Context: an optimization exercise on an open-source flow, tuned for small area and a short achievable clock period. The choices shown serve that exercise and are no tape-out recipe. Where RTL was checked, it was by simulation tests only, not by an equivalence proof against the original. Function not checked in runs 6 to 8: the RTL went through the layout flow alone. Power is estimated from default activity; no workload was simulated.

==> flow/design.v, too long to show whole: its modules and the start of the top module <==
// module apbRegs: 58 lines
// module countdownTimer: 59 lines
// module digitGlyph: 27 lines
// module sceneHitTest: 93 lines
// module barrelHits: 744 lines
// module radiusSquare: 109 lines
// module absDiff10: 49 lines
// module fullAdder: 10 lines
// module halfAdder: 9 lines
// module pixelMixer: 13 lines
// module donkeyScreen: 51 lines
module donkeyScreen #(
    parameter int TimerStart      = 6059,
    parameter int FramesPerSecond = 60
) (
    input  logic                  frame_clk,
    input  logic                  reset,
    input  logic                  PSEL,
    input  logic                  PENABLE,
    input  logic                  PWRITE,
    input  logic [7:0]            PADDR,
    input  logic [15:0]           PWDATA,
    output logic [15:0]           PRDATA,
    output logic                  PREADY,
    output logic                  PSLVERR,
    input  logic                  frameStart,
    input  spritePkg::coordT      drawX,
    input  spritePkg::coordT      drawY,
    output spritePkg::colorT      rgb,
    output spritePkg::frameCountT timeLeft
);
  // ...
==> flow/flow/run.sh <==
#!/bin/bash
# The standard layout, with plain buffers on the ports instead of the delay cells
# that port buffering picks by default, and timing repair aimed at a shorter period than
# the clock (the margin); make's output goes to make_finish.log, each tool's to orfs/logs
set -euo pipefail
bash standard.sh finish BUFFER_PORTS_ARGS="-buffer_cell sky130_fd_sc_hd__buf_2" SETUP_SLACK_MARGIN=8 > make_finish.log 2>&1
==> flow/standard.sh <==
#!/bin/bash
# synth_recipe.tcl (not shown) runs the flow's synth.tcl, then flattens the netlist and writes it again
# the make line also repeats each setting of config.mk as NAME=value (left out here)
make -C /OpenROAD-flow-scripts/flow DESIGN_CONFIG=/design/flow/config.mk WORK_HOME=/design/flow/orfs CLKGATE_MAP_FILE= SYNTH_SCRIPT=/design/flow/synth_recipe.tcl "${@:-finish}"
==> flow/config.mk <==
export PLATFORM = sky130hd
export DESIGN_NAME = donkeyScreen
export DESIGN_NICKNAME = donkeyScreen
export VERILOG_FILES = /design/flow/design.v
export SDC_FILE = /design/flow/constraint.sdc
export NUM_CORES = 4
export LEC_CHECK = 0
export CAP_MARGIN = 20
export CORE_MARGIN = 2
export CORE_UTILIZATION = 40
export CTS_BUF_LIST = sky130_fd_sc_hd__clkbuf_4 sky130_fd_sc_hd__clkbuf_8
export GPL_ROUTABILITY_DRIVEN = 0
export GPL_TIMING_DRIVEN = 0
export SLEW_MARGIN = 20
export SYNTH_HIERARCHICAL = 1
export SYNTH_MINIMUM_KEEP_SIZE = 0
==> flow/constraint.sdc <==
create_clock -name core_clock -period 14.0 [get_ports {frame_clk}]
set_input_delay 2.8000 -clock core_clock [delete_from_list [all_inputs] [get_ports {frame_clk}]]
set_output_delay 2.8000 -clock core_clock [all_outputs]
set_load 0.01 [all_outputs]
==> run notes, run 1 <==
maximum fanout along the worst path 6; Yosys Warn Count 9; status timing/DRC/antenna clean; Max Used Layer met4; Clk pwr share 0.131; Biggest Area Class multi-input gates; first-pass GRT wire length between 60000 and 70000 µm; First-pass DRT Iterations 7; clk cell area share 0.0220; met1 GRT Util 0.272; htree depth 4; Logic inverters 171; CTS root buffer clkbuf_8; Leak Pwr ~8.1 nW; register bank with the most flops hitTest.radSqHigh; crit path to PRDATA[9]; global routing's busiest layer met2; pre-CTS setup slack 7080 ps; seq pwr just under 0.5 mW; Antenna Diode Count 0; CP max-delay cell mux2_4; fin util 0.452; family with the most delay on the worst path buffers and inverters; Tcrit/Tclk final 0.485; Net Sw Frac 0.456; Finished Layout Cells about 2300; Pint 1.37 mW; Min-Delay Endpoint hitTest.code[0]; Comb. pwr approximately 1.7 mW; hold buffer count at cts 0; Multi-In Gates 1205; Post-Route WL a little over 40000 µm; fin nets approximately 2100; CTS resizes 30; Arr. time, crit path about 4000 ps; fraction of area in multi-input gates 0.644; wire per inst around 18 µm; Least-Margin Pin Slew between 800 and 900 ps
==> run 2: changes to the inputs <==
--- a/flow/config.mk
+++ b/flow/config.mk
@@ -10,7 +10,3 @@
 export CORE_UTILIZATION = 40
 export CTS_BUF_LIST = sky130_fd_sc_hd__clkbuf_4 sky130_fd_sc_hd__clkbuf_8
-export GPL_ROUTABILITY_DRIVEN = 0
-export GPL_TIMING_DRIVEN = 0
 export SLEW_MARGIN = 20
-export SYNTH_HIERARCHICAL = 1
-export SYNTH_MINIMUM_KEEP_SIZE = 0
==> run 2 against run 1 <==
Setup slack worse by 400 ps; highest routed layer unchanged; non-clock buffer count is 134 lower; critical path type unchanged; fmax fell by 5.5%; still clean; die area decreased by 0.27%; global-route usage shrank 0.063 points.
==> run notes, run 2 <==
R2R setup slack a little over 9000 ps; CTS tree built; Async SR Flop Fraction 0.579; hold buffer count at cts 0 (unchanged); met2 WL 19100 µm; Clock transition at path regs roughly 90 ps; Starting Density 0.404; Slew HR 0.393; Mapped Area 16000 µm²; antenna violations before repair 0; Max Slew Vio Count 0; critical path, cell by cell buf_6 > or4_4 > nor3_4 > nor3b_4 > buf_4 > a222oi_1 > nand2_1 > buf_2; cts bufs inserted 17; gr ovfl total 0; Total GRT Usage 0.204; register bank with the most flops hitTest.radSqHigh; Slowest Stage Delay on Critical Path between 500 and 600 ps; maximum fanout along the worst path 6 (unchanged); Final Hold Fails 0; fraction of layout cells with a size suffix above 1 0.125; Gate Count Post-Synth about 1700; Die W 204 µm; top_reg_cell synth dfxtp_1; 1st-iter DRT viols a little under 800; wire per inst 17.2 µm (-2.3%); final setup vio count 0; commonest cells after routing, fill and taps aside inv_1, fa_1, nand2_1; M1 WL ~18000 µm; crit end category output pin; number of instances in the placed design between 2000 and 2500; Worst Path Buf+Inv 3; clk latency of the worst-skew pair between 400 and 500 ps; Yosys reg bits 140; ANT nets after route 0; Finished Layout Cells 2320 (+1.2%); DR WL met3 1200 µm; type of origin of the critical path input pin; Final Instance Area about 17000 µm²; Yosys cell types 75; Syn-to-layout area delta 8.07%; family with the most delay on the worst path simple AND/OR/NAND/NOR gates; PD cells between 100 and 150 nW/µm²; clk sink count 140; Fmax 139 MHz; Leak Pwr 8.36 nW (+3.4%); largest net degree at the start of global routing about 80; worst setup margin 6810 ps; top-count cell post-synth inv_1; fin nets 2153 (+1.3%); Tmin final 7190 ps; Arr. time, crit path 4390 ps (+390 ps); CTS root buffer clkbuf_8; htree depth 4 (unchanged); Tcrit/Tclk final 0.514 (+0.0284); Least-Margin Pin Slew 899 ps (+13.5 ps); Peak VDD IR 0.000115 V; DRC 0; max reg flops 18; Avg Cell Area, Syn between 9 and 10 µm²; max_cap viols 0; CP max-delay cell or4_4; Power Total between 2 and 2.5 mW; Post-synth EDFFs 0; Post-Route WL 40000 µm (-1.2%); Yosys Warn Count 3 (-6); Synth area leader fa_1; share of the synthesized area in the top cell type 0.268; Post-DP Area around 17000 µm²; RSZ-0062 raised after global routing true; clk_skew 12.6 ps; fin util 0.436 (-0.0155); vias in the first global route around 12000; Post-synth top cells inv_1, fa_1, nand2_1; Die ar. between 40000 and 50000 µm²; First-pass DRT Iterations 5 (-2); main area contributors after synthesis fa_1, ha_1, inv_1; I/O Pins 96; status timing/DRC/antenna clean; standard-cell row count 73; setup TNS 0 ps; post-DP HPWL 32600 µm; PortBufs a little under 80; commonest non-fill, non-tap cell in the layout inv_1; hold_ws between 500 and 600 ps; pre-CTS setup slack 6450 ps (-639 ps); GPL Wtd Cong just under 0.9; Core ar. 39600 µm²; vias per cell about 5; register area share after synthesis 0.204; CTS max path bufs 2; vias around 12000; die height about 200 µm; CP Class in -> out; worst path required time 11200 ps; first-pass GRT wire length 66600 µm (-0.68%); Max Used Layer met4; hold crit path type reg -> reg; Antenna Diode Count 0 (unchanged)
## run 2: area by class of cell
| cell class | instances | area [µm²] |
|---|---|---|
| Inverter | 325 | 1220 |
| Multi-Input combinational cell | 1212 | 11300 |
| Clock buffer | 18 | 248 |
| Fill cell | 3980 | 22400 |
| Tap cell | 525 | 657 |
| Timing Repair Buffer | 86 | 458 |
| Clock inverter | 14 | 154 |
| Sequential cell | 140 | 3260 |
## run 2: repair_timing
action	CTS	global route
pin swaps	13	0
resized for setup	11	2
endpoints found under the setup margin	11	11
gates cloned	3	0
buffers inserted	3	1
## run 2: cell families after synthesis
logic type	Yosys count	synth area share
DFF	140	0.204
muxes	68	0.0457
adders and majority gates	323	0.353
buffers and inverters	397	0.0996
xor gates and xnor gates	56	0.0307
other	2	0.000470
and+or+nand+nor	504	0.162
AOI/OAI and AO/OA	247	0.105
## run 2: power breakdown
part           switching (mW)  internal (mW)
Clock                   0.174          0.166
Combinational           0.849          0.661
Sequential             0.0813          0.453
## run 2: routing by layer
layer,GRT usage,vias to the layer above
met2,0.342,261
met1,0.271,5849
met4,0.0797,0
met5,0,-
li1,-,5670
met3,0.0220,66
## run 2: worst paths after layout
kind,startpoint,end,cells after the start
setup / recovery,PADDR[1],PRDATA[8],8
hold / removal,hitTest.digitHit,hitTest.code[1],1
setup reg to reg,hitTest.dist1Y[6],hitTest.code[0],14
hold reg to reg,hitTest.digitHit,hitTest.code[1],1
max in group asynchronous,reset,regs.barrelSize[4],3
min in group asynchronous,reset,regs.barrel0X[6],3
==> run 3: changes to the inputs <==
--- a/flow/config.mk
+++ b/flow/config.mk
@@ -8,5 +8,8 @@
 export CAP_MARGIN = 20
 export CORE_MARGIN = 2
-export CORE_UTILIZATION = 40
+export CORE_UTILIZATION = 55
 export CTS_BUF_LIST = sky130_fd_sc_hd__clkbuf_4 sky130_fd_sc_hd__clkbuf_8
+export PLACE_DENSITY = 0.7
 export SLEW_MARGIN = 20
+export SYNTH_HIERARCHICAL = 1
+export SYNTH_MINIMUM_KEEP_SIZE = 0
==> run 3 against run 2 <==
Routed wire length shrank 4.8%; die area decreased by 27%; via count fell by 2.2%; core utilization is 15 points higher; synthesized cell count down 5.6%; sequential share of layout area grew 0.38 points; critical path depth is 3 lower; fmax increased by 11%; setup slack improved by 690 ps; clock power shrank 9.7%; largest power group unchanged.
==> run notes, run 3 <==
Gate Count Post-Synth 1640 (-5.6%); CTS root buffer clkbuf_8; Logic pwr share 0.652 (+0.019); commonest cells after routing, fill and taps aside nand2_1, fa_1, inv_1; Avg Cell Area, Syn 9.78 µm² (+6.2%); Syn-to-layout area delta 5.67%; fraction of layout cells with a size suffix above 1 0.182 (+0.0571); Seq pwr share 0.221 (-0.003); First-pass DRT Iterations 7 (+2); Finished Layout Cells 2023 (-13%); Tcrit/Tclk final 0.465 (-0.0491); Post-Route WL 38100 µm (-4.8%); Mapped Area 16000 µm² (+0.27%); Multi-input gate area 11600 µm² (+2.5%); Tmin final 6510 ps (-688 ps); I/O Pins 96 (unchanged); Least-Margin Pin Slew 994 ps (+94.4 ps); htree depth 4 (unchanged); met2 WL 18600 µm (-2.6%); Net Sw Frac 0.460 (-0.00357); status timing/DRC/antenna clean; largest net degree at the start of global routing 52 (-37%); Die W 175 µm (-14%); Antenna Diode Count 0 (unchanged); Reg area 3260 µm² (unchanged); gr ovfl total 0 (unchanged); vias 11600 (-2.2%); Clock transition at path regs 110 ps (+20 ps); DRC 0 (unchanged); PortBufs 79 (unchanged); maximum fanout along the worst path 6 (unchanged); max reg flops 18 (unchanged); ANT nets after route 0 (unchanged); clk_skew 23.2 ps (+10.6 ps); vias in the first global route 12100 (-3.4%); Pint 1.30 mW (+1.9%); Clk pwr share 0.127 (-0.015); PD cells 142 nW/µm² (+3.3%); hold_ws 434 ps (-82.6 ps); antenna violations before repair 0 (unchanged); CTS max path bufs 2 (unchanged); critical path, cell by cell buf_16 > mux2_2 > a22oi_2 > a21oi_2 > buf_2; DR WL met3 1560 µm (+30%); wire per inst 18.8 µm (+9.1%); Arr. time, crit path 3710 ps (-680 ps); CTS tree built; setup TNS 0 ps (unchanged); crit end category output pin; CP Class in -> out; Peak VDD IR 0.000129 V (+12%); clk sink count 140 (unchanged); standard-cell row count 62 (-15%); Core ar. 28700 µm² (-28%); Final Hold Fails 0 (unchanged); Yosys Warn Count 9 (+6); fill cell count 2477 (-38%); Leak Pwr 7.60 nW (-9.1%); die height 175 µm (-14%); M1 WL 17000 µm (-7.0%); worst path required time 11200 ps (about the same); 1st-iter DRT viols 606 (-23%); Die ar. 30500 µm² (-27%); post-DP HPWL 29800 µm (-8.6%); Max Slew Vio Count 0 (unchanged); Total GRT Usage 0.260 (+0.0556); first-pass GRT wire length 62800 µm (-5.6%); Starting Density 0.559 (+0.155); commonest non-fill, non-tap cell in the layout nand2_1; final setup vio count 0 (unchanged); cts bufs inserted 17 (unchanged); vias per cell 5.73 (+12%); Slowest Stage Delay on Critical Path 340 ps (-220 ps); GPL Wtd Cong 0.889 (+2.0%); Slew HR 0.330 (-0.0623); register bank with the most flops hitTest.radSqHigh; type of origin of the critical path input pin; RSZ-0062 raised after global routing true; fin nets 1997 (-7.2%); clk latency of the worst-skew pair 470 ps (about the same); hold crit path type reg -> reg; CP max-delay cell mux2_2; hold buffer count at cts 0 (unchanged); sw power 1.11 mW (+0.49%); Fmax 154 MHz (+11%); Max Used Layer met4; max_cap viols 0 (unchanged); number of instances in the placed design 1979 (-13%)
## run 3: changes by cell type in the layout (fill, tap and decap cells not counted), sizes merged, moves of 7 or more
cell,change
xnor2,-9
nand2,+80
a221oi,+11
o21ai,-8
inv,-154
nand2b,-9
o21a,-7
nor2,-9
nor3,-12
and2,-78
mux2,+29
a31oi,+7
## run 3: layout make-up
| type | instances | area share |
|---|---|---|
| well taps | 384 | 0.0283 |
| flip-flops and latches | 140 | 0.192 |
| clock inverters | 15 | 0.00738 |
| clock buffers | 17 | 0.0138 |
| repair buffers | 89 | 0.0377 |
| multi-input cells | 1207 | 0.683 |
| inverters | 171 | 0.0379 |
## run 3: power groups by stage
stage | clock (mW) | combinational (mW) | sequential (mW)
after floorplan | 0 | 1.28 | 0.484
after global placement | 0 | 1.50 | 0.539
after detailed placement | 0 | 1.55 | 0.539
after CTS | 0.314 | 1.57 | 0.531
after global routing | 0.329 | 1.79 | 0.540
final | 0.307 | 1.57 | 0.533
## run 3: path summary, 6_finish.rpt
check	depth (start not counted)	slack, ps	to	from
hold / removal	1	430	hitTest.code[0]	hitTest.digitHit
setup reg to reg	12	9320	hitTest.code[0]	hitTest.dist0X[2]
setup / recovery	5	7490	PRDATA[2]	PADDR[3]
hold reg to reg	1	430	hitTest.code[0]	hitTest.digitHit
max in group asynchronous	2	10960	regs.barrel1X[6]	reset
min in group asynchronous	2	2280	hitTest.code[0]	reset
## run 3: timing repair
item	CTS	global route
cloned	5	1
gates resized for setup	42	12
setup buffers	3	2
pin swaps	14	16
endpoints found under the setup margin	11	11
## run 3: worst max-delay path: cells and delay by family
| kind | cells | cell delay (ps) |
|---|---|---|
| buffers and inverters | 2 | 250 |
| muxes | 1 | 340 |
| AOI/OAI and AO/OA | 2 | 310 |
## run 3: per-stage QoR
step	area [µm²]	utilization	worst slack, ps	total power [mW]
finish	16900	0.590	7490	2.41
global route	16900	0.590	7480	2.66
CTS	16800	0.587	7530	2.42
detailed placement	16200	0.565	6860	2.09
global placement	16200	0.565	6810	2.04
floorplan	16200	-	7550	1.76
## run 3: per-layer routing
metal / vias up / GRT usage
li1: 5381 / -
met1: 5824 / 0.351
met2: 333 / 0.437
met3: 52 / 0.0315
met4: 0 / 0.0837
met5: - / 0
==> run 4: changes to the inputs <==
--- a/flow/config.mk
+++ b/flow/config.mk
@@ -8,7 +8,8 @@
 export CAP_MARGIN = 20
 export CORE_MARGIN = 2
-export CORE_UTILIZATION = 55
-export CTS_BUF_LIST = sky130_fd_sc_hd__clkbuf_4 sky130_fd_sc_hd__clkbuf_8
-export PLACE_DENSITY = 0.7
+export CORE_UTILIZATION = 40
+export CTS_BUF_LIST = sky130_fd_sc_hd__clkbuf_2 sky130_fd_sc_hd__clkbuf_4 sky130_fd_sc_hd__clkbuf_8
+export CTS_CLUSTER_DIAMETER = 60
+export CTS_CLUSTER_SIZE = 10
 export SLEW_MARGIN = 20
 export SYNTH_HIERARCHICAL = 1
==> run 4 against run 3 <==
First-iteration DRC count increased by 41%; clock skew decreased by 11 ps; largest cell class unchanged; still clean; cell area increased by 1.5%; highest routed layer unchanged; count of clock-buffer cells in the layout unchanged.
==> run notes, run 4 <==
post-DP HPWL 31600 µm (+5.8%); Max Slew Vio Count 0 (unchanged); CP Class in -> out; Post-Route WL 39600 µm (+3.9%); setup TNS 0 ps (unchanged); Total GRT Usage 0.197 (-0.0630); Least-Margin Pin Slew 984 ps (-9.64 ps); worst path required time 11200 ps (about the same); crit end category output pin; maximum fanout along the worst path 10 (+4); vias 11500 (-0.35%); vias per cell 5.33 (-6.9%); Clock transition at path regs 100 ps (about the same); Peak VDD IR 0.000112 V (-14%); register bank with the most flops hitTest.radSqHigh; Slew HR 0.337 (+0.00650); Yosys Warn Count 9 (unchanged); Leak Pwr 7.64 nW (+0.53%); first-pass GRT wire length 64100 µm (+1.9%); PD cells 143 nW/µm² (+0.37%); gr ovfl total 0 (unchanged); htree depth 4 (unchanged); Final Instance Area 17200 µm² (+1.5%); wire per inst 18.3 µm (-2.9%); Die ar. 41700 µm² (+37%); standard-cell row count 73 (+18%); family with the most delay on the worst path multiplexers; largest net degree at the start of global routing 52 (unchanged); Starting Density 0.405 (-0.154); I/O Pins 96 (unchanged); number of instances in the placed design 2120 (+7.1%); Fmax 154 MHz (about the same); fin nets 1998 (+0.050%); Core ar. 39600 µm² (+38%); hold crit path type reg -> reg; vias in the first global route 11900 (-1.1%); Syn-to-layout area delta 7.22%; Tmin final 6500 ps (-5.40 ps); commonest cells after routing, fill and taps aside nand2_1, fa_1, inv_1; CTS root buffer clkbuf_8; die height 204 µm (+17%); Worst Path Buf+Inv 2 (unchanged); GPL Wtd Cong 0.891 (+0.27%); fraction of layout cells with a size suffix above 1 0.185 (+0.00294); 1st-iter DRT viols 854 (+41%); Final Hold Fails 0 (unchanged); max_cap viols 0 (unchanged); status timing/DRC/antenna clean; fill cell count 3834 (+55%); Post-DP Area 16400 µm² (+1.1%); R2R setup slack 9370 ps (+50 ps); Finished Layout Cells 2165 (+7.0%); Mapped Area 16000 µm² (unchanged); max reg flops 18 (unchanged); Slowest Stage Delay on Critical Path 300 ps (-40 ps); Gate Count Post-Synth 1640 (unchanged); clk_skew 12.6 ps (-10.6 ps); Die W 204 µm (+17%); PortBufs 79 (unchanged); clk latency of the worst-skew pair 460 ps (about the same); CP max-delay cell mux2_4; cts bufs inserted 17 (unchanged); type of origin of the critical path input pin; DRC 0 (unchanged); Antenna Diode Count 0 (unchanged); RSZ-0062 raised after global routing true; final setup vio count 0 (unchanged); CTS max path bufs 2 (unchanged); ANT nets after route 0 (unchanged); First-pass DRT Iterations 5 (-2); pre-CTS setup slack 6820 ps (-37.7 ps); worst setup margin 7500 ps (+5.40 ps); antenna violations before repair 0 (unchanged); commonest non-fill, non-tap cell in the layout nand2_1; clk sink count 140 (unchanged); critical path, cell by cell buf_16 > mux2_4 > a221oi_2 > nor2_1 > buf_2; Avg Cell Area, Syn 9.78 µm² (unchanged); CTS tree built; Arr. time, crit path 3700 ps (about the same); Tcrit/Tclk final 0.464 (about the same); hold buffer count at cts 0 (unchanged)
run 4: final cells by class:
cell class,instances,area [µm²],share of cell area
Multi-Input combinational cell,1207,11600,0.674
Clock buffer,17,234,0.0136
Timing Repair Buffer,90,639,0.0372
Clock inverter,15,178,0.0103
Sequential cell,140,3260,0.189
Inverter,171,643,0.0374
Tap cell,525,657,0.0382
run 4: repair_timing:
action                                  in CTS  in global routing
gates resized for setup                     54                  6
pin swaps                                   21                 11
endpoints found under the setup margin      11                 11
setup buffers                                7                  0
gates cloned                                 5                  1
run 4: metrics by stage:
stage | utilization | hold slack (ps) | total power [mW]
6_report | 0.434 | 457 | 2.46
3_3_place_gp | 0.413 | 437 | 2.07
5_1_grt | 0.434 | 481 | 2.71
2_1_floorplan | - | 426 | 1.76
4_1_cts | 0.433 | 462 | 2.47
3_5_place_dp | 0.413 | 441 | 2.11
run 4: final timing paths:
kind / cells past startpoint / end / start
setup reg to reg: 12 / hitTest.code[0] / hitTest.dist1X[2]
max in group asynchronous: 2 / timer.tens[3] / reset
min in group asynchronous: 2 / hitTest.girderHit / reset
setup / recovery: 5 / PRDATA[9] / PADDR[3]
hold / removal: 1 / hitTest.code[0] / hitTest.digitHit
hold reg to reg: 1 / hitTest.code[0] / hitTest.digitHit
run 4: worst reg2reg max path, stage by stage (launching register included):
cell and delay (ps):
dfxtp_1 620, nand2_1 160, fa_1 580, fa_1 430, fa_1 400, fa_1 400, fa_1 450, a222oi_1 570
nand4_1 240, nor3_1 270, o21ai_1 190, nand2_1 130, o21ai_0 80
run 4: layer usage:
| metal | vias to the layer above | global-route usage | routed length, µm |
|---|---|---|---|
| li1 | 5388 | - | - |
| met1 | 5846 | 0.262 | 17900 |
| met2 | 261 | 0.334 | 19200 |
| met3 | 54 | 0.0218 | 1290 |
| met4 | 0 | 0.0637 | 1110 |
| met5 | - | 0 | 0 |
run 4: where the power goes:
| group | switching, mW | total (mW) | internal, mW |
|---|---|---|---|
| clock network | 0.185 | 0.335 | 0.150 |
| logic | 0.860 | 1.59 | 0.728 |
| registers | 0.0859 | 0.536 | 0.450 |
==> run 5: changes to the inputs <==
==> flow/flow/run.sh (replaced) <==
#!/bin/bash
# The standard layout, with plain buffers on the ports instead of the delay cells
# that port buffering picks by default, and timing repair aimed at a shorter period than
# the clock (the margin); make's output goes to make_finish.log, each tool's to orfs/logs
set -euo pipefail
bash standard.sh finish BUFFER_PORTS_ARGS="-buffer_cell sky130_fd_sc_hd__buf_2" SETUP_SLACK_MARGIN=7.7 > make_finish.log 2>&1
--- a/flow/config.mk
+++ b/flow/config.mk
@@ -9,7 +9,5 @@
 export CORE_MARGIN = 2
 export CORE_UTILIZATION = 40
-export CTS_BUF_LIST = sky130_fd_sc_hd__clkbuf_2 sky130_fd_sc_hd__clkbuf_4 sky130_fd_sc_hd__clkbuf_8
-export CTS_CLUSTER_DIAMETER = 60
-export CTS_CLUSTER_SIZE = 10
+export CTS_BUF_LIST = sky130_fd_sc_hd__clkbuf_4 sky130_fd_sc_hd__clkbuf_8
 export SLEW_MARGIN = 20
 export SYNTH_HIERARCHICAL = 1
==> run 5 against run 4 <==
Global-route usage rose by 0.35 points; fmax barely moved; power rose by 0.29%; sequential share of layout area barely moved; worst hold slack got worse by 21 ps; clock power rose by 6.6%; flip-flop and latch count did not move; routed wire length rose by 0.16%; area after synthesis did not move; critical path type unchanged; critical endpoint is now PRDATA[6]; largest power group unchanged.
==> run notes, run 5 <==
status timing/DRC/antenna clean; standard-cell row count 73 (unchanged); htree depth 4 (unchanged); PD cells 144 nW/µm² (+0.55%); fill cell count 3861 (+0.70%); Clock transition at path regs 100 ps (about the same); hold crit path type reg -> reg; max_cap viols 0 (unchanged); ANT nets after route 0 (unchanged); Yosys Warn Count 9 (unchanged); vias per cell 5.32 (-0.29%); First-pass DRT Iterations 7 (+2); vias in the first global route 12200 (+2.1%); first-pass GRT wire length 65300 µm (+2.0%); worst r2r src hitTest.dist0X[2]; maximum fanout along the worst path 8 (-2); R2R depth 12 (unchanged); clk sink count 140 (unchanged); Reg area 3260 µm² (unchanged); Post-DP Area 16400 µm² (unchanged); hold path start hitTest.digitHit; CTS max path bufs 2 (unchanged); commonest cells after routing, fill and taps aside nand2_1, fa_1, inv_1; largest net degree at the start of global routing 52 (unchanged); RSZ-0062 raised after global routing true; clk_skew 22.6 ps (+9.93 ps); CP Class in -> out; Multi-input gate area 11500 µm² (-0.55%); Leak Pwr 7.60 nW (-0.51%); Arr. time, crit path 3700 ps (about the same); Fmax 154 MHz (about the same); Post-Route WL 39600 µm (+0.16%); Die W 204 µm (unchanged); fraction of layout cells with a size suffix above 1 0.180 (-0.00549); clk latency of the worst-skew pair 480 ps (+20 ps); Final Instance Area 17200 µm² (-0.25%); Core ar. 39600 µm² (unchanged); final setup vio count 0 (unchanged); max reg flops 18 (unchanged); Gate Count Post-Synth 1640 (unchanged); fin nets 1998 (unchanged); I/O Pins 96 (unchanged); type of origin of the critical path input pin; 1st-iter DRT viols 704 (-18%); Tcrit/Tclk final 0.464 (about the same); cts bufs inserted 17 (unchanged); setup TNS 0 ps (unchanged); Antenna Diode Count 0 (unchanged); Least-Margin Pin Slew 971 ps (-13.4 ps); Max Slew Vio Count 0 (unchanged); Mapped Area 16000 µm² (unchanged); gr ovfl total 0 (unchanged); hold path cells 1 (unchanged); CTS root buffer clkbuf_8; Syn-to-layout area delta 6.95%; antenna violations before repair 0 (unchanged); commonest non-fill, non-tap cell in the layout nand2_1; worst path required time 11200 ps (about the same); Tmin final 6500 ps (+0.920 ps); die height 204 µm (unchanged); Die ar. 41700 µm² (unchanged); Slew HR 0.346 (+0.00902); R2R setup slack 9350 ps (-20 ps); wire per inst 18.3 µm (+0.16%); Starting Density 0.405 (unchanged); Final Hold Fails 0 (unchanged); post-DP HPWL 31700 µm (+0.28%); crit end category output pin; vias 11500 (-0.29%); reg2reg end hitTest.code[0]; Peak VDD IR 0.000104 V (-7.0%); PortBufs 79 (unchanged); Avg Cell Area, Syn 9.78 µm² (unchanged); GPL Wtd Cong 0.902 (+1.2%); register bank with the most flops hitTest.radSqHigh; Min-Delay Endpoint hitTest.code[0]; Total GRT Usage 0.200 (+0.00346); DRC 0 (unchanged); CTS tree built
## run 5: cell count changes in the layout (fill, tap and decap cells not counted), sizes merged
cell      delta
bufinv       +1
buf          +1
nand2        -1
clkinv       +1
clkbuf       +1
clkinvlp     -3
## run 5: worst max-delay path by stage
stage                  start        end  slack [ps]  cells past startpoint
floorplan           PADDR[3]  PRDATA[9]        7550                      5
global placement    PADDR[4]  PRDATA[2]        6830                      5
detailed placement  PADDR[4]  PRDATA[4]        6820                      5
CTS                 PADDR[4]  PRDATA[5]        7520                      5
global route        PADDR[4]  PRDATA[6]        7450                      5
finish              PADDR[4]  PRDATA[6]        7500                      6
## run 5: final cells by class
type | instances | share of cell area
repair buffers | 91 | 0.0377
flip-flops and latches | 140 | 0.190
clock buffers | 18 | 0.0144
inverters | 171 | 0.0375
well taps | 525 | 0.0383
multi-input cells | 1206 | 0.672
clock inverters | 14 | 0.0103
## run 5: layer usage
metal,share of wire,GRT usage,vias to the layer above
met3,0.033,0.0195,56
met4,0.027,0.0663,0
met2,0.49,0.342,263
met1,0.45,0.266,5811
li1,-,-,5385
met5,0,0,-
## run 5: metrics by stage
stage                      util  hold slack (ps)  worst slack, ps  power [mW]  cells
after detailed placement  0.413              445             6820        2.10   2120
after global routing      0.433              487             7450        2.74   2165
after floorplan               -              426             7550        1.76   1648
after global placement    0.413              441             6830        2.06   2120
after CTS                 0.432              440             7520        2.48   2163
final                     0.433              437             7500        2.47   2165
## run 5: report_power, final
group          internal [mW]  switching [mW]
logic                  0.725           0.849
clock network          0.170           0.187
registers              0.450          0.0851
## run 5: critical path, stage by stage
cell and delay (ps):
buf_16 120, nor2b_4 230, buf_6 150, a32oi_1 80
a21oi_2 170, buf_2 140
## run 5: what timing repair did
item | 4_1_cts | 5_1_grt
gates resized for setup | 38 | 3
setup buffers | 7 | 1
hold buffers | 0 | 0
setup endpoints to repair | 11 | 11
pin swaps | 12 | 7
gates cloned | 4 | 1
==> module apbRegs, before the edit <==
module apbRegs (
    input  logic             frame_clk,
    input  logic             reset,
    input  logic             PSEL,
    input  logic             PENABLE,
    input  logic             PWRITE,
    input  logic [7:0]       PADDR,
    input  logic [15:0]      PWDATA,
    output logic [15:0]      PRDATA,
    output logic             PREADY,
    output logic             PSLVERR,
    output spritePkg::coordT barrel0X,
    output spritePkg::coordT barrel0Y,
    output spritePkg::coordT barrel1X,
    output spritePkg::coordT barrel1Y,
    output spritePkg::coordT barrelSize,
    output logic             timerRestart
);
    localparam logic [9:0] OffScreen   = 10'd700;
    localparam logic [9:0] DefaultSize = 10'd8;
    logic       highZero;
    logic       addrMapped;
    logic [5:0] sel;
    logic       writeAcc;
    assign highZero   = (PADDR[7:5] == 3'd0) && (PADDR[1:0] == 2'd0);
    assign addrMapped = highZero && !(PADDR[4] && PADDR[3]);
    always_comb begin
        for (int i = 0; i < 6; i++) sel[i] = highZero && (PADDR[4:2] == 3'(i));
    end
    assign PREADY  = 1'b1;
    assign PSLVERR = ~addrMapped;
    assign PRDATA  = {6'd0, ({10{sel[0]}} & barrel0X) | ({10{sel[1]}} & barrel0Y)
                          | ({10{sel[2]}} & barrel1X) | ({10{sel[3]}} & barrel1Y)
                          | ({10{sel[4]}} & barrelSize)};
    assign writeAcc = PSEL & PENABLE & PWRITE;
    always_ff @(posedge frame_clk or posedge reset) begin
        if (reset) begin
            barrel0X   <= OffScreen;
            barrel0Y   <= OffScreen;
            barrel1X   <= OffScreen;
            barrel1Y   <= OffScreen;
            barrelSize <= DefaultSize;
        end else if (writeAcc) begin
            if (sel[0]) barrel0X   <= PWDATA[9:0];
            if (sel[1]) barrel0Y   <= PWDATA[9:0];
            if (sel[2]) barrel1X   <= PWDATA[9:0];
            if (sel[3]) barrel1Y   <= PWDATA[9:0];
            if (sel[4]) barrelSize <= PWDATA[9:0];
        end
    end
    always_ff @(posedge frame_clk or posedge reset) begin
        if (reset) begin
            timerRestart <= 1'b0;
        end else begin
            timerRestart <= writeAcc && sel[5] && PWDATA[0];
        end
    end
endmodule
==> run 6: changes to the inputs <==
--- a/flow/design.v
+++ b/flow/design.v
@@ -54,7 +54,10 @@
     assign PREADY  = 1'b1;
     assign PSLVERR = ~addrMapped;
-    assign PRDATA  = {6'd0, ({10{sel[0]}} & barrel0X) | ({10{sel[1]}} & barrel0Y)
-                          | ({10{sel[2]}} & barrel1X) | ({10{sel[3]}} & barrel1Y)
-                          | ({10{sel[4]}} & barrelSize)};
+    logic [9:0] lowPair, highPair, readMux;
+    assign lowPair  = PADDR[2] ? barrel0Y : barrel0X;
+    assign highPair = PADDR[2] ? barrel1Y : barrel1X;
+    assign readMux  = PADDR[4] ? ({10{~PADDR[3] & ~PADDR[2]}} & barrelSize)
+                               : (PADDR[3] ? highPair : lowPair);
+    assign PRDATA   = {6'd0, {10{highZero}} & readMux};
     assign writeAcc = PSEL & PENABLE & PWRITE;
     always_ff @(posedge frame_clk or posedge reset) begin
==> flow/flow/run.sh (replaced) <==
#!/bin/bash
# The standard layout, with plain buffers on the ports instead of the delay cells
# that port buffering picks by default, and timing repair aimed at a shorter period than
# the clock (the margin); make's output goes to make_finish.log, each tool's to orfs/logs
set -euo pipefail
bash standard.sh finish BUFFER_PORTS_ARGS="-buffer_cell sky130_fd_sc_hd__buf_2" SETUP_SLACK_MARGIN=8 > make_finish.log 2>&1
==> run 6 against run 5 <==
Clock skew down 3.4 ps; via count grew 0.39%; count of clock-buffer cells in the layout unchanged; non-clock buffer count is 3 higher; synthesized cell count down 0.18%; cell count is essentially flat; cell area rose by 1.2%; sequential share of layout area fell by 0.22 points; first-iteration DRC count grew 5.0%; register-to-register slack better by 30 ps; core utilization rose by 0.41 points; critical path type unchanged; largest cell class unchanged.
==> run notes, run 6 <==
Starting Density 0.406 (+0.000991); RSZ-0062 raised after global routing true; met2 WL 18800 µm (-3.3%); Core ar. 39700 µm² (+0.23%); CTS tree built; cts bufs inserted 17 (unchanged); vias in the first global route 12100 (-0.38%); wire per inst 18.1 µm (-0.92%); vias per cell 5.34 (+0.44%); ANT nets after route 0 (unchanged); Seq pwr share 0.215 (-0.002); Fmax 152 MHz (-1.4%); htree depth 4 (unchanged); Tcrit/Tclk final 0.471 (+0.00673); status timing/DRC/antenna clean; vias 11600 (+0.39%); family with the most delay on the worst path buffers and inverters; clk latency of the worst-skew pair 470 ps (about the same); crit path launch PADDR[2]; Die ar. 41900 µm² (+0.47%); PD cells 143 nW/µm² (-0.40%); Die W 205 µm (+0.23%); Avg Cell Area, Syn 9.84 µm² (+0.66%); First-pass DRT Iterations 6 (-1); reg2reg end hitTest.code[0]; R2R setup slack 9380 ps (+30 ps); Final Hold Fails 0 (unchanged); maximum fanout along the worst path 6 (-2); Syn-to-layout area delta 7.70%; fin util 0.437 (+0.00411); commonest non-fill, non-tap cell in the layout nand2_1; GPL Wtd Cong 0.900 (-0.24%); Clock transition at path regs 100 ps (about the same); post-DP HPWL 31400 µm (-0.76%); fraction of layout cells with a size suffix above 1 0.190 (+0.0105); Arr. time, crit path 3800 ps (+100 ps); commonest cells after routing, fill and taps aside nand2_1, fa_1, inv_1; Max Used Layer met4; Tmin final 6600 ps (+94.3 ps); hold buffer count at cts 0 (unchanged); number of cells on the critical path 7 (+1); max reg flops 18 (unchanged); Top cell by count, worst path buf_6; DRC 0 (unchanged); gr ovfl total 0 (unchanged); critical path, cell by cell buf_8 > nor3b_4 > buf_6 > buf_12 > nand2_4 > a21oi_4 > buf_6; R2R depth 12 (unchanged); pre-CTS setup slack 6560 ps (-261 ps); fin nets 1997 (-0.050%); CTS max path bufs 2 (unchanged); Yosys Warn Count 9 (unchanged); 1st-iter DRT viols 739 (+5.0%); DR WL met3 1440 µm (+9.5%); final setup vio count 0 (unchanged); die height 205 µm (+0.23%); sw power 1.13 mW (+0.39%); CP Class in -> out; register bank with the most flops hitTest.radSqHigh; Clk pwr share 0.145 (about the same); CP max-delay cell nor3b_4; Finished Layout Cells 2164 (-0.046%); crit end category output pin; I/O Pins 96 (unchanged); clk_skew 19.1 ps (-3.41 ps); Peak VDD IR 0.000126 V (+21%); clk sink count 140 (unchanged); Antenna Diode Count 0 (unchanged); CTS root buffer clkbuf_8; Slowest Stage Delay on Critical Path 240 ps (about the same); Max Slew Vio Count 0 (unchanged); Power Total 2.48 mW (+0.77%); Post-Route WL 39300 µm (-0.96%); worst r2r src hitTest.dist0X[5]; Gate Count Post-Synth 1637 (-0.18%); PortBufs 79 (unchanged); Slew HR 0.328 (-0.0178); standard-cell row count 73 (unchanged); setup TNS 0 ps (unchanged); antenna violations before repair 0 (unchanged); Mapped Area 16100 µm² (+0.48%); hold crit path type reg -> reg; M1 WL 17900 µm (+0.12%); worst path required time 11200 ps (about the same); Total GRT Usage 0.197 (-0.00301); Pint 1.36 mW (+1.1%); number of instances in the placed design 2116 (-0.19%); Net Sw Frac 0.453 (-0.00173); worst setup margin 7400 ps (-94.3 ps); Leak Pwr 7.82 nW (+2.9%); first-pass GRT wire length 64700 µm (-1.0%); max_cap viols 0 (unchanged); Logic pwr share 0.639 (about the same); crit path to PRDATA[0]; type of origin of the critical path input pin; Least-Margin Pin Slew 997 ps (+26.4 ps); Worst Path Buf+Inv 4 (+1); largest net degree at the start of global routing 52 (unchanged)
[run 6: worst min path at each step]
| stage | startpoint | to | depth (start not counted) |
|---|---|---|---|
| after floorplan | hitTest.digitHit | hitTest.code[0] | 1 |
| after global placement | hitTest.digitHit | hitTest.code[0] | 1 |
| after detailed placement | hitTest.digitHit | hitTest.code[0] | 1 |
| after CTS | hitTest.digitHit | hitTest.code[0] | 1 |
| after global routing | hitTest.digitHit | hitTest.code[0] | 1 |
| final | hitTest.digitHit | hitTest.code[0] | 1 |
[run 6: per-layer routing]
layer  vias to the layer above  global-route usage
met2                       258               0.328
met1                      5868               0.267
met5                         -                   0
li1                       5371                   -
met4                         0              0.0663
met3                        63              0.0226
[run 6: per-stage QoR]
step / area [µm²] / hold slack, ps
after floorplan: 16300 / 426
after global placement: 16500 / 440
after detailed placement: 16500 / 442
after CTS: 17200 / 456
after global routing: 17400 / 500
final: 17400 / 451
[run 6: timing repair]
action / 4_1_cts / 5_1_grt
gates cloned: 4 / 0
pin swaps: 11 / 12
gates resized for setup: 23 / 22
endpoints found under the setup margin: 11 / 11
buffers inserted: 8 / 4
[run 6: final cells by class]
cell class / instances / area, µm²
inverter: 170 / 639
clock inverter: 14 / 183
timing repair buffer: 94 / 679
clock buffer: 18 / 241
sequential: 140 / 3260
fill: 3773 / 22400
multi-input combinational: 1203 / 11700
tap: 525 / 657
[run 6: worst register-to-register path: cells and delay by family (launching register included)]
kind | cells | cell delay (ps)
AOI/OAI and AO/OA | 6 | 1720
adders and majority gates | 4 | 1880
DFF | 1 | 640
and+or+nand+nor | 2 | 280
[run 6: power by group through the flow]
stage | registers (mW) | logic [mW] | clock network [mW]
floorplan | 0.484 | 1.28 | 0
global placement | 0.542 | 1.53 | 0
detailed placement | 0.543 | 1.57 | 0
CTS | 0.535 | 1.59 | 0.371
global route | 0.543 | 1.81 | 0.387
finish | 0.535 | 1.59 | 0.361
==> module sceneHitTest, before the edit <==
module sceneHitTest (
    input  logic             frame_clk,
    input  logic             reset,
    input  spritePkg::coordT drawX,
    input  spritePkg::coordT drawY,
    input  spritePkg::coordT barrel0X,
    input  spritePkg::coordT barrel0Y,
    input  spritePkg::coordT barrel1X,
    input  spritePkg::coordT barrel1Y,
    input  spritePkg::coordT barrelSize,
    input  logic             hundreds,
    input  spritePkg::digitT tens,
    input  spritePkg::digitT ones,
    output logic [1:0]       code
);
    spritePkg::coordT dist0X, dist0Y, dist1X, dist1Y;
    spritePkg::coordT dist0XNext, dist0YNext, dist1XNext, dist1YNext;
    logic [19:0] radSqNext;
    logic [19:2] radSqHigh;
    logic        radSqLow;
    logic [19:0] radSq;
    logic  distValid;
    logic  digitHit;
    logic  girderHit;
    logic  barrelNext;
    logic  girderNext;
    logic  digitNext;
    logic  inDigitArea;
    logic  glyphLit;
    spritePkg::digitT cellDigit;
    absDiff10 diff0X (.a (drawX), .b (barrel0X), .d (dist0XNext));
    absDiff10 diff0Y (.a (drawY), .b (barrel0Y), .d (dist0YNext));
    absDiff10 diff1X (.a (drawX), .b (barrel1X), .d (dist1XNext));
    absDiff10 diff1Y (.a (drawY), .b (barrel1Y), .d (dist1YNext));
    radiusSquare radSquare (.r (barrelSize), .sq (radSqNext));
    always_comb begin
        girderNext = 1'b0;
        for (int i = 0; i < spritePkg::GirderCount; i++) begin
            if ((drawX > spritePkg::GirderLeft[10*i +: 10]) && (drawX < spritePkg::GirderRight[10*i +: 10])
                    && (drawY >= spritePkg::GirderTop[10*i +: 10]) && (drawY <= spritePkg::GirderBottom[10*i +: 10])) begin
                girderNext = 1'b1;
            end
        end
    end
    assign inDigitArea = (drawX < 10'd24) && (drawY < 10'd16);
    always_comb begin
        case (drawX[4:3])
            2'd0:    cellDigit = {3'd0, hundreds};
            2'd1:    cellDigit = tens;
            default: cellDigit = ones;
        endcase
    end
    digitGlyph glyph (
        .digit (cellDigit),
        .cellX (drawX[2:0]),
        .cellY (drawY[3:0]),
        .lit   (glyphLit)
    );
    assign digitNext = inDigitArea & glyphLit;
    always_ff @(posedge frame_clk) begin
        dist0X <= dist0XNext;
        dist0Y <= dist0YNext;
        dist1X <= dist1XNext;
        dist1Y <= dist1YNext;
        radSqHigh <= radSqNext[19:2];
        radSqLow  <= radSqNext[0];
    end
    always_ff @(posedge frame_clk or posedge reset) begin
        if (reset) begin
            distValid <= 1'b0;
            digitHit  <= 1'b0;
            girderHit <= 1'b0;
        end else begin
            distValid <= 1'b1;
            digitHit  <= digitNext;
            girderHit <= girderNext;
        end
    end
    assign radSq = {radSqHigh, 1'b0, radSqLow};
    barrelHits circles (
        .a0x (dist0X), .a0y (dist0Y), .a1x (dist1X), .a1y (dist1Y),
        .radSq (radSq),
        .hit (barrelNext)
    );
    always_ff @(posedge frame_clk or posedge reset) begin
        if (reset) begin
            code <= 2'b00;
        end else begin
            code[1] <= (distValid & barrelNext) | digitHit;
            code[0] <= (distValid & barrelNext) | (~digitHit & girderHit);
        end
    end
endmodule
==> module absDiff10, before the edit <==
module absDiff10 (
    input  logic [9:0] a,
    input  logic [9:0] b,
    output logic [9:0] d
);
    wire [9:0] dp = ~(a ^ b);
    wire [9:0] dg = a & ~b;
    wire dG0_1 = dg[1] | (dp[1] & dg[0]);
    wire dP0_1 = dp[1] & dp[0];
    wire dG0_3 = dg[3] | (dp[3] & dg[2]);
    wire dP0_3 = dp[3] & dp[2];
    wire dG0_5 = dg[5] | (dp[5] & dg[4]);
    wire dP0_5 = dp[5] & dp[4];
    wire dG0_7 = dg[7] | (dp[7] & dg[6]);
    wire dP0_7 = dp[7] & dp[6];
    wire dG0_9 = dg[9] | (dp[9] & dg[8]);
    wire dP0_9 = dp[9] & dp[8];
    wire dG1_2 = dg[2] | (dp[2] & dG0_1);
    wire dP1_2 = dp[2] & dP0_1;
    wire dG1_3 = dG0_3 | (dP0_3 & dG0_1);
    wire dP1_3 = dP0_3 & dP0_1;
    wire dG1_6 = dg[6] | (dp[6] & dG0_5);
    wire dP1_6 = dp[6] & dP0_5;
    wire dG1_7 = dG0_7 | (dP0_7 & dG0_5);
    wire dP1_7 = dP0_7 & dP0_5;
    wire dG2_4 = dg[4] | (dp[4] & dG1_3);
    wire dP2_4 = dp[4] & dP1_3;
    wire dG2_5 = dG0_5 | (dP0_5 & dG1_3);
    wire dP2_5 = dP0_5 & dP1_3;
    wire dG2_6 = dG1_6 | (dP1_6 & dG1_3);
    wire dP2_6 = dP1_6 & dP1_3;
    wire dG2_7 = dG1_7 | (dP1_7 & dG1_3);
    wire dP2_7 = dP1_7 & dP1_3;
    wire dG3_8 = dg[8] | (dp[8] & dG2_7);
    wire dP3_8 = dp[8] & dP2_7;
    wire dG3_9 = dG0_9 | (dP0_9 & dG2_7);
    wire dP3_9 = dP0_9 & dP2_7;
    wire do0 = dG3_9 ? (dp[0] ^ 1'b1) : ~(dp[0] ^ 1'b0);
    wire do1 = dG3_9 ? (dp[1] ^ (dg[0] | dp[0])) : ~(dp[1] ^ dg[0]);
    wire do2 = dG3_9 ? (dp[2] ^ (dG0_1 | dP0_1)) : ~(dp[2] ^ dG0_1);
    wire do3 = dG3_9 ? (dp[3] ^ (dG1_2 | dP1_2)) : ~(dp[3] ^ dG1_2);
    wire do4 = dG3_9 ? (dp[4] ^ (dG1_3 | dP1_3)) : ~(dp[4] ^ dG1_3);
    wire do5 = dG3_9 ? (dp[5] ^ (dG2_4 | dP2_4)) : ~(dp[5] ^ dG2_4);
    wire do6 = dG3_9 ? (dp[6] ^ (dG2_5 | dP2_5)) : ~(dp[6] ^ dG2_5);
    wire do7 = dG3_9 ? (dp[7] ^ (dG2_6 | dP2_6)) : ~(dp[7] ^ dG2_6);
    wire do8 = dG3_9 ? (dp[8] ^ (dG2_7 | dP2_7)) : ~(dp[8] ^ dG2_7);
    wire do9 = dG3_9 ? (dp[9] ^ (dG3_8 | dP3_8)) : ~(dp[9] ^ dG3_8);
    assign d = {do9, do8, do7, do6, do5, do4, do3, do2, do1, do0};
endmodule
==> run 7: changes to the inputs <==
--- a/flow/design.v
+++ b/flow/design.v
@@ -54,10 +54,7 @@
     assign PREADY  = 1'b1;
     assign PSLVERR = ~addrMapped;
-    logic [9:0] lowPair, highPair, readMux;
-    assign lowPair  = PADDR[2] ? barrel0Y : barrel0X;
-    assign highPair = PADDR[2] ? barrel1Y : barrel1X;
-    assign readMux  = PADDR[4] ? ({10{~PADDR[3] & ~PADDR[2]}} & barrelSize)
-                               : (PADDR[3] ? highPair : lowPair);
-    assign PRDATA   = {6'd0, {10{highZero}} & readMux};
+    assign PRDATA  = {6'd0, ({10{sel[0]}} & barrel0X) | ({10{sel[1]}} & barrel0Y)
+                          | ({10{sel[2]}} & barrel1X) | ({10{sel[3]}} & barrel1Y)
+                          | ({10{sel[4]}} & barrelSize)};
     assign writeAcc = PSEL & PENABLE & PWRITE;
     always_ff @(posedge frame_clk or posedge reset) begin
@@ -203,8 +200,11 @@
     logic  glyphLit;
     spritePkg::digitT cellDigit;
-    absDiff10 diff0X (.a (drawX), .b (barrel0X), .d (dist0XNext));
-    absDiff10 diff0Y (.a (drawY), .b (barrel0Y), .d (dist0YNext));
-    absDiff10 diff1X (.a (drawX), .b (barrel1X), .d (dist1XNext));
-    absDiff10 diff1Y (.a (drawY), .b (barrel1Y), .d (dist1YNext));
+    spritePkg::coordT drawXN, drawYN;
+    assign drawXN = ~drawX;
+    assign drawYN = ~drawY;
+    absDiff10 diff0X (.a (barrel0X), .nb (drawXN), .d (dist0XNext));
+    absDiff10 diff0Y (.a (barrel0Y), .nb (drawYN), .d (dist0YNext));
+    absDiff10 diff1X (.a (barrel1X), .nb (drawXN), .d (dist1XNext));
+    absDiff10 diff1Y (.a (barrel1Y), .nb (drawYN), .d (dist1YNext));
     radiusSquare radSquare (.r (barrelSize), .sq (radSqNext));
     always_comb begin
@@ -1121,9 +1121,9 @@
 module absDiff10 (
     input  logic [9:0] a,
-    input  logic [9:0] b,
+    input  logic [9:0] nb,
     output logic [9:0] d
 );
-    wire [9:0] dp = ~(a ^ b);
-    wire [9:0] dg = a & ~b;
+    wire [9:0] dp = a ^ nb;
+    wire [9:0] dg = a & nb;
     wire dG0_1 = dg[1] | (dp[1] & dg[0]);
     wire dP0_1 = dp[1] & dp[0];
==> run 7 against run 6 <==
Cell count grew 1.5%; largest cell class unchanged; flip-flop and latch count is the same; routed wire length grew 3.1%; clock power grew 3%; power shrank 35%; combinational power shrank 53%; clock skew shrank 1.0 ps; sequential power shrank 7.9%.
==> run notes, run 7 <==
status timing/DRC/antenna clean; Gate Count Post-Synth 1673 (+2.2%); final setup vio count 0 (unchanged); Tcrit/Tclk final 0.465 (-0.00583); worst r2r src hitTest.dist1X[2]; CTS root buffer clkbuf_8; worst path required time 11200 ps (about the same); Avg Cell Area, Syn 9.70 µm² (-1.4%); Post-Route WL 40500 µm (+3.1%); Reg area 3260 µm² (unchanged); PD cells 92.7 nW/µm² (-35%); commonest non-fill, non-tap cell in the layout nand2_1; Clk pwr share 0.232 (+0.087); htree depth 4 (unchanged); CTS tree built; clk latency of the worst-skew pair 460 ps (about the same); post-DP HPWL 32600 µm (+3.8%); commonest cells after routing, fill and taps aside nand2_1, fa_1, inv_1; Die W 205 µm (+0.36%); Final Hold Fails 0 (unchanged); Max Slew Vio Count 0 (unchanged); family with the most delay on the worst path buffers and inverters; vias 11700 (+1.5%); sw power 0.627 mW (-44%); I/O Pins 96 (unchanged); Logic pwr share 0.462 (-0.177); ANT nets after route 0 (unchanged); Yosys Warn Count 9 (unchanged); type of origin of the critical path input pin; clk sink count 140 (unchanged); Least-Margin Pin Slew 868 ps (-129 ps); Worst Path Buf+Inv 3 (-1); wire per inst 18.4 µm (+1.6%); antenna violations before repair 2 (+2); max reg flops 18 (unchanged); register bank with the most flops hitTest.radSqHigh; Slowest Stage Delay on Critical Path 250 ps (about the same); hold path start hitTest.digitHit; gr ovfl total 0 (unchanged); setup TNS 0 ps (unchanged); fin util 0.436 (-0.00112); fin nets 2029 (+1.6%); Peak VDD IR 0.0000757 V (-40%); vias per cell 5.34 (about the same); Starting Density 0.407 (+0.00109); GPL Wtd Cong 0.910 (+1.1%); CP max-delay cell nor2b_4; maximum fanout along the worst path 8 (+2); cts bufs inserted 17 (unchanged); max_cap viols 0 (unchanged); vias in the first global route 11900 (-1.6%); Antenna Diode Count 0 (unchanged); Tmin final 6510 ps (-81.6 ps); Arr. time, crit path 3710 ps (-90 ps); fraction of layout cells with a size suffix above 1 0.188 (-0.00245); Clock transition at path regs 80 ps (-20 ps); crit end category output pin; Total GRT Usage 0.200 (+0.00287); fill cell count 3765 (-0.21%); PortBufs 79 (unchanged); Fmax 154 MHz (+1.3%); CP Class in -> out; clk_skew 18.1 ps (-1.03 ps); RSZ-0062 raised after global routing true; hold crit path type reg -> reg; Slew HR 0.421 (+0.0929); Seq pwr share 0.306 (+0.091); critical path, cell by cell buf_12 > nor2b_4 > buf_6 > a22oi_2 > a21oi_2 > buf_2; Multi-input gate area 11700 µm² (-0.38%); largest net degree at the start of global routing 52 (unchanged); die height 205 µm (+0.36%); Net Sw Frac 0.389 (-0.0637); first-pass GRT wire length 65600 µm (+1.5%); Pint 0.984 mW (-28%); First-pass DRT Iterations 6 (unchanged); Syn-to-layout area delta 7.14%; 1st-iter DRT viols 772 (+4.5%); Die ar. 42200 µm² (+0.71%); number of instances in the placed design 2150 (+1.6%); CTS max path bufs 2 (unchanged); Leak Pwr 7.99 nW (+2.2%); Mapped Area 16200 µm² (+0.73%); Finished Layout Cells 2196 (+1.5%); Core ar. 39900 µm² (+0.46%); crit path launch PADDR[2]; R2R setup slack 9170 ps (-210 ps); hold buffer count at cts 0 (unchanged); DRC 0 (unchanged); standard-cell row count 73 (unchanged)
run 7: changes by cell type in the layout (fill, tap and decap cells not counted), sizes merged, moves of 5 or more:
| cell | before | now |
|---|---|---|
| xnor2 | 8 | 28 |
| a31o | 8 | 0 |
| xor2 | 44 | 28 |
| inv | 173 | 181 |
| nand4 | 11 | 21 |
| and3 | 15 | 10 |
| o21ai | 45 | 58 |
| nor3 | 8 | 19 |
| a31oi | 18 | 9 |
| a211oi | 5 | 10 |
| nand3 | 14 | 19 |
run 7: worst paths after layout:
check,cells after the start,endpoint
worst max-delay path,6,PRDATA[5]
worst min-delay path,1,hitTest.code[0]
worst max register to register,12,hitTest.code[0]
worst min register to register,1,hitTest.code[0]
max in group asynchronous,3,regs.barrelSize[5]
min in group asynchronous,2,hitTest.digitHit
run 7: through the flow:
stage | power (mW) | hold slack [ps] | setup WS (ps) | instance area (µm²)
after floorplan | 1.07 | 426 | 7550 | 16400
after global placement | 1.21 | 445 | 6760 | 16500
after detailed placement | 1.24 | 443 | 6710 | 16500
after CTS | 1.63 | 463 | 7520 | 17300
after global routing | 1.75 | 484 | 7460 | 17400
final | 1.61 | 462 | 7490 | 17400
run 7: power groups by stage:
stage	sequential, mW	clock [mW]	combinational [mW]
after global placement	0.499	0	0.715
after floorplan	0.473	0	0.596
after detailed placement	0.500	0	0.738
after CTS	0.493	0.383	0.751
final	0.493	0.373	0.745
after global routing	0.498	0.398	0.851
run 7: timing repair:
action,CTS,global route
pin swaps,25,17
resized for setup,49,9
gates cloned,3,0
endpoints found under the setup margin,11,11
buffers inserted,10,0
run 7: cell type report:
cell class / count / share of cell area
sequential: 140 / 0.187
timing repair buffer: 94 / 0.0404
multi-input combinational: 1227 / 0.670
clock buffer: 20 / 0.0155
inverter: 178 / 0.0384
tap: 525 / 0.0378
clock inverter: 12 / 0.0105
run 7: layer usage:
layer,track usage,part of all wire,vias up
li1,-,-,5473
met1,0.274,0.46,5892
met2,0.321,0.46,294
met3,0.0303,0.041,65
met4,0.0735,0.033,4
met5,0,0.00059,-
run 7: worst reg2reg max path, cell delays in order, from the launching register on:
cell and delay [ps]:
dfxtp_1 610, nand2_1 150, fa_1 580, fa_1 430, fa_1 410, fa_1 400
fa_1 510, a222oi_1 590, nand4_1 230, nor3_1 320, o21ai_1 250, nand2_1 150
o21ai_0 90
==> module donkeyScreen, before the edit <==
module donkeyScreen #(
    parameter int TimerStart      = 6059,
    parameter int FramesPerSecond = 60
) (
    input  logic                  frame_clk,
    input  logic                  reset,
    input  logic                  PSEL,
    input  logic                  PENABLE,
    input  logic                  PWRITE,
    input  logic [7:0]            PADDR,
    input  logic [15:0]           PWDATA,
    output logic [15:0]           PRDATA,
    output logic                  PREADY,
    output logic                  PSLVERR,
    input  logic                  frameStart,
    input  spritePkg::coordT      drawX,
    input  spritePkg::coordT      drawY,
    output spritePkg::colorT      rgb,
    output spritePkg::frameCountT timeLeft
);
    spritePkg::coordT barrel0X;
    spritePkg::coordT barrel0Y;
    spritePkg::coordT barrel1X;
    spritePkg::coordT barrel1Y;
    spritePkg::coordT barrelSize;
    logic  timerRestart;
    logic  hundreds;
    spritePkg::digitT tens;
    spritePkg::digitT ones;
    logic [1:0] code;
    apbRegs regs (
        .frame_clk, .reset,
        .PSEL, .PENABLE, .PWRITE, .PADDR, .PWDATA,
        .PRDATA, .PREADY, .PSLVERR,
        .barrel0X, .barrel0Y, .barrel1X, .barrel1Y, .barrelSize,
        .timerRestart
    );
    countdownTimer timer (
        .frame_clk, .reset, .frameStart, .timerRestart,
        .timeLeft, .hundreds, .tens, .ones
    );
    sceneHitTest hitTest (
        .frame_clk, .reset, .drawX, .drawY,
        .barrel0X, .barrel0Y, .barrel1X, .barrel1Y, .barrelSize,
        .hundreds, .tens, .ones,
        .code
    );
    pixelMixer mixer (
        .code, .rgb
    );
endmodule
==> run 8: changes to the inputs <==
--- a/flow/design.v
+++ b/flow/design.v
@@ -34,8 +34,8 @@
     output logic             PREADY,
     output logic             PSLVERR,
-    output spritePkg::coordT barrel0X,
-    output spritePkg::coordT barrel0Y,
-    output spritePkg::coordT barrel1X,
-    output spritePkg::coordT barrel1Y,
+    output spritePkg::coordT barrel0XN,
+    output spritePkg::coordT barrel0YN,
+    output spritePkg::coordT barrel1XN,
+    output spritePkg::coordT barrel1YN,
     output spritePkg::coordT barrelSize,
     output logic             timerRestart
@@ -54,20 +54,20 @@
     assign PREADY  = 1'b1;
     assign PSLVERR = ~addrMapped;
-    assign PRDATA  = {6'd0, ({10{sel[0]}} & barrel0X) | ({10{sel[1]}} & barrel0Y)
-                          | ({10{sel[2]}} & barrel1X) | ({10{sel[3]}} & barrel1Y)
+    assign PRDATA  = {6'd0, ({10{sel[0]}} & ~barrel0XN) | ({10{sel[1]}} & ~barrel0YN)
+                          | ({10{sel[2]}} & ~barrel1XN) | ({10{sel[3]}} & ~barrel1YN)
                           | ({10{sel[4]}} & barrelSize)};
     assign writeAcc = PSEL & PENABLE & PWRITE;
     always_ff @(posedge frame_clk or posedge reset) begin
         if (reset) begin
-            barrel0X   <= OffScreen;
-            barrel0Y   <= OffScreen;
-            barrel1X   <= OffScreen;
-            barrel1Y   <= OffScreen;
+            barrel0XN  <= ~OffScreen;
+            barrel0YN  <= ~OffScreen;
+            barrel1XN  <= ~OffScreen;
+            barrel1YN  <= ~OffScreen;
             barrelSize <= DefaultSize;
         end else if (writeAcc) begin
-            if (sel[0]) barrel0X   <= PWDATA[9:0];
-            if (sel[1]) barrel0Y   <= PWDATA[9:0];
-            if (sel[2]) barrel1X   <= PWDATA[9:0];
-            if (sel[3]) barrel1Y   <= PWDATA[9:0];
+            if (sel[0]) barrel0XN  <= ~PWDATA[9:0];
+            if (sel[1]) barrel0YN  <= ~PWDATA[9:0];
+            if (sel[2]) barrel1XN  <= ~PWDATA[9:0];
+            if (sel[3]) barrel1YN  <= ~PWDATA[9:0];
             if (sel[4]) barrelSize <= PWDATA[9:0];
         end
@@ -175,8 +175,8 @@
     input  spritePkg::coordT drawX,
     input  spritePkg::coordT drawY,
-    input  spritePkg::coordT barrel0X,
-    input  spritePkg::coordT barrel0Y,
-    input  spritePkg::coordT barrel1X,
-    input  spritePkg::coordT barrel1Y,
+    input  spritePkg::coordT barrel0XN,
+    input  spritePkg::coordT barrel0YN,
+    input  spritePkg::coordT barrel1XN,
+    input  spritePkg::coordT barrel1YN,
     input  spritePkg::coordT barrelSize,
     input  logic             hundreds,
@@ -200,11 +200,8 @@
     logic  glyphLit;
     spritePkg::digitT cellDigit;
-    spritePkg::coordT drawXN, drawYN;
-    assign drawXN = ~drawX;
-    assign drawYN = ~drawY;
-    absDiff10 diff0X (.a (barrel0X), .nb (drawXN), .d (dist0XNext));
-    absDiff10 diff0Y (.a (barrel0Y), .nb (drawYN), .d (dist0YNext));
-    absDiff10 diff1X (.a (barrel1X), .nb (drawXN), .d (dist1XNext));
-    absDiff10 diff1Y (.a (barrel1Y), .nb (drawYN), .d (dist1YNext));
+    absDiff10 diff0X (.a (drawX), .nb (barrel0XN), .d (dist0XNext));
+    absDiff10 diff0Y (.a (drawY), .nb (barrel0YN), .d (dist0YNext));
+    absDiff10 diff1X (.a (drawX), .nb (barrel1XN), .d (dist1XNext));
+    absDiff10 diff1Y (.a (drawY), .nb (barrel1YN), .d (dist1YNext));
     radiusSquare radSquare (.r (barrelSize), .sq (radSqNext));
     always_comb begin
@@ -1222,8 +1219,8 @@
     output spritePkg::frameCountT timeLeft
 );
-    spritePkg::coordT barrel0X;
-    spritePkg::coordT barrel0Y;
-    spritePkg::coordT barrel1X;
-    spritePkg::coordT barrel1Y;
+    spritePkg::coordT barrel0XN;
+    spritePkg::coordT barrel0YN;
+    spritePkg::coordT barrel1XN;
+    spritePkg::coordT barrel1YN;
     spritePkg::coordT barrelSize;
     logic  timerRestart;
@@ -1236,5 +1233,5 @@
         .PSEL, .PENABLE, .PWRITE, .PADDR, .PWDATA,
         .PRDATA, .PREADY, .PSLVERR,
-        .barrel0X, .barrel0Y, .barrel1X, .barrel1Y, .barrelSize,
+        .barrel0XN, .barrel0YN, .barrel1XN, .barrel1YN, .barrelSize,
         .timerRestart
     );
@@ -1245,5 +1242,5 @@
     sceneHitTest hitTest (
         .frame_clk, .reset, .drawX, .drawY,
-        .barrel0X, .barrel0Y, .barrel1X, .barrel1Y, .barrelSize,
+        .barrel0XN, .barrel0YN, .barrel1XN, .barrel1YN, .barrelSize,
         .hundreds, .tens, .ones,
         .code
==> run 8 against run 7 <==
Critical endpoint is now PRDATA[6]; highest routed layer unchanged; synthesized cell count rose by 2.2%; count of clock-buffer cells in the layout fell by 3; sequential power is 6.9% higher; flip-flop and latch count stayed put; register-to-register slack about the same; non-clock buffer count decreased by 7; clock power shrank 8.3%.
==> run notes, run 8 <==
status timing/DRC/antenna clean; First-pass DRT Iterations 5 (-1); worst path required time 11200 ps (about the same); R2R setup slack 9160 ps (about the same); fraction of layout cells with a size suffix above 1 0.140 (-0.0481); ANT nets after route 0 (unchanged); commonest non-fill, non-tap cell in the layout nand2_1; post-DP HPWL 31800 µm (-2.4%); Max Slew Vio Count 0 (unchanged); R2R depth 12 (unchanged); setup TNS 0 ps (unchanged); Total GRT Usage 0.199 (-0.00126); Die ar. 42200 µm² (about the same); Yosys Warn Count 9 (unchanged); clk latency of the worst-skew pair 470 ps (about the same); CTS max path bufs 2 (unchanged); max reg flops 18 (unchanged); Leak Pwr 7.84 nW (-1.9%); RSZ-0062 raised after global routing true; vias 11700 (+0.17%); worst r2r src hitTest.dist0X[2]; final setup vio count 0 (unchanged); Least-Margin Pin Slew 972 ps (+103 ps); hold_ws 444 ps (-17.4 ps); Gate Count Post-Synth 1709 (+2.2%); Finished Layout Cells 2220 (+1.1%); PortBufs 79 (unchanged); Die W 205 µm (about the same); vias per cell 5.29 (-0.91%); hold buffer count at cts 0 (unchanged); DRC 0 (unchanged); crit path launch PADDR[0]; Starting Density 0.407 (about the same); wire per inst 17.8 µm (-3.5%); Slew HR 0.347 (-0.0738); max_cap viols 0 (unchanged); Clock transition at path regs 80 ps (about the same); CTS root buffer clkbuf_8; Peak VDD IR 0.000174 V (+130%); PD cells 134 nW/µm² (+45%); Tmin final 6830 ps (+317 ps); Worst Path Buf+Inv 2 (-1); Syn-to-layout area delta 5.06%; number of instances in the placed design 2182 (+1.5%); GPL Wtd Cong 0.903 (-0.77%); register bank with the most flops hitTest.radSqHigh; Final Hold Fails 0 (unchanged); fin nets 2053 (+1.2%); CP Class in -> out; number of cells on the critical path 6 (unchanged); type of origin of the critical path input pin; vias in the first global route 12300 (+3.0%); CP max-delay cell or4_4; htree depth 4 (unchanged); antenna violations before repair 1 (-1); Tcrit/Tclk final 0.488 (+0.0227); family with the most delay on the worst path simple AND/OR/NAND/NOR gates; Core ar. 39900 µm² (unchanged); standard-cell row count 73 (unchanged); die height 205 µm (about the same); crit end category output pin; Fmax 146 MHz (-4.6%); crit path to PRDATA[6]; commonest cells after routing, fill and taps aside nand2_1, fa_1, inv_1; 1st-iter DRT viols 653 (-15%); maximum fanout along the worst path 8 (unchanged); CTS tree built; Avg Cell Area, Syn 9.50 µm² (-2.1%); cts bufs inserted 17 (unchanged); hold crit path type reg -> reg; clk sink count 140 (unchanged); reg2reg end hitTest.code[0]; Post-Route WL 39500 µm (-2.4%); critical path, cell by cell buf_6 > or4_4 > nor2_4 > nand2_4 > o21ai_2 > buf_2; Arr. time, crit path 4030 ps (+320 ps); I/O Pins 96 (unchanged); Mapped Area 16200 µm² (about the same); fill cell count 3903 (+3.7%); first-pass GRT wire length 65400 µm (-0.36%); Slowest Stage Delay on Critical Path 550 ps (+300 ps); gr ovfl total 0 (unchanged); Antenna Diode Count 0 (unchanged); clk_skew 17.9 ps (-0.166 ps); largest net degree at the start of global routing 52 (unchanged)
[run 8: layer usage]
layer  wire length, µm  part of all wire  global-route usage  up-vias
met2             19400              0.49               0.342      293
met1             17500              0.44               0.259     5869
met5                13           0.00033                   0        -
li1                  -                 -                   -     5528
met3              1480             0.037              0.0239       56
met4              1110             0.028              0.0673        2
[run 8: worst reg2reg max path: stages, from the launching register on]
cell and delay (ps):
dfxtp_1 600, nand2_1 150, fa_1 570, fa_1 450
fa_1 420, fa_1 510, fa_1 460, a222oi_1 350
nand4_1 150, o21ai_0 560, o21ai_1 260, nand2_1 140
o21ai_0 90
[run 8: cell type report]
type                       count  area (µm²)  area share
clock inverter                15         174      0.0102
tap                          525         657      0.0385
multi-input combinational   1249       11500       0.677
timing repair buffer          87         502      0.0294
sequential                   140        3250       0.190
inverter                     187         702      0.0412
clock buffer                  17         234      0.0137
[run 8: per-stage QoR]
stage | worst slack (ps) | instance area (µm²) | util | power [mW]
finish | 7170 | 17100 | 0.427 | 2.29
global placement | 7000 | 16500 | 0.414 | 1.90
global route | 7120 | 17100 | 0.427 | 2.51
CTS | 7190 | 17000 | 0.426 | 2.30
detailed placement | 7010 | 16500 | 0.414 | 1.94
floorplan | 7330 | 16300 | - | 1.62
[run 8: worst min path at each step]
| stage | start | endpoint | slack, ps | depth (start not counted) |
|---|---|---|---|---|
| floorplan | hitTest.digitHit | hitTest.code[0] | 430 | 1 |
| global placement | hitTest.digitHit | hitTest.code[0] | 440 | 1 |
| detailed placement | hitTest.digitHit | hitTest.code[0] | 460 | 1 |
| CTS | hitTest.digitHit | hitTest.code[0] | 460 | 1 |
| global route | hitTest.digitHit | hitTest.code[0] | 500 | 1 |
| finish | hitTest.digitHit | hitTest.code[0] | 440 | 1 |
[run 8: what timing repair did]
action / in CTS / in global routing
resized for setup: 9 / 5
pin swaps: 2 / 1
cloned: 0 / 0
buffers inserted: 4 / 1
endpoints found under the setup margin: 11 / 11
[run 8: report_power, final]
group          internal [mW]  leakage, nW  switching (mW)
Clock                  0.165        0.207           0.177
Sequential             0.448         1.40          0.0793
Combinational          0.643         6.23           0.773

[port drivers added, routing unchanged]
The results above use ideal ports. As a check the final layouts listed here were re-extracted and re-timed, cells and wires unchanged. Step 1, drivers: a clkbuf_16 drives frame_clk and a buf_2 each remaining input, both assumed. Step 2 also shifts input and output timing later by t, the mid clock arrival at the registers, as if the neighbouring blocks saw the same clock. a / b / c = ideal ports / drivers / drivers and shift; a / b = the first two.
| run | t (ns) | setup slack, ns |
|---|---|---|
| run 1 | 0.506 | 7.204 / 7.159 / 7.159 |
| run 2 | 0.510 | 6.806 / 6.775 / 6.775 |
| run 3 | 0.498 | 7.494 / 7.261 / 7.261 |
| run 4 | 0.503 | 7.500 / 7.272 / 7.272 |
| run 5 | 0.515 | 7.499 / 7.289 / 7.289 |
| run 6 | 0.504 | 7.404 / 7.259 / 7.259 |
| run 7 | 0.495 | 7.486 / 7.274 / 7.274 |
| run 8 | 0.506 | 7.169 / 7.138 / 7.138 |
After both steps setup and hold are still met in every run listed.
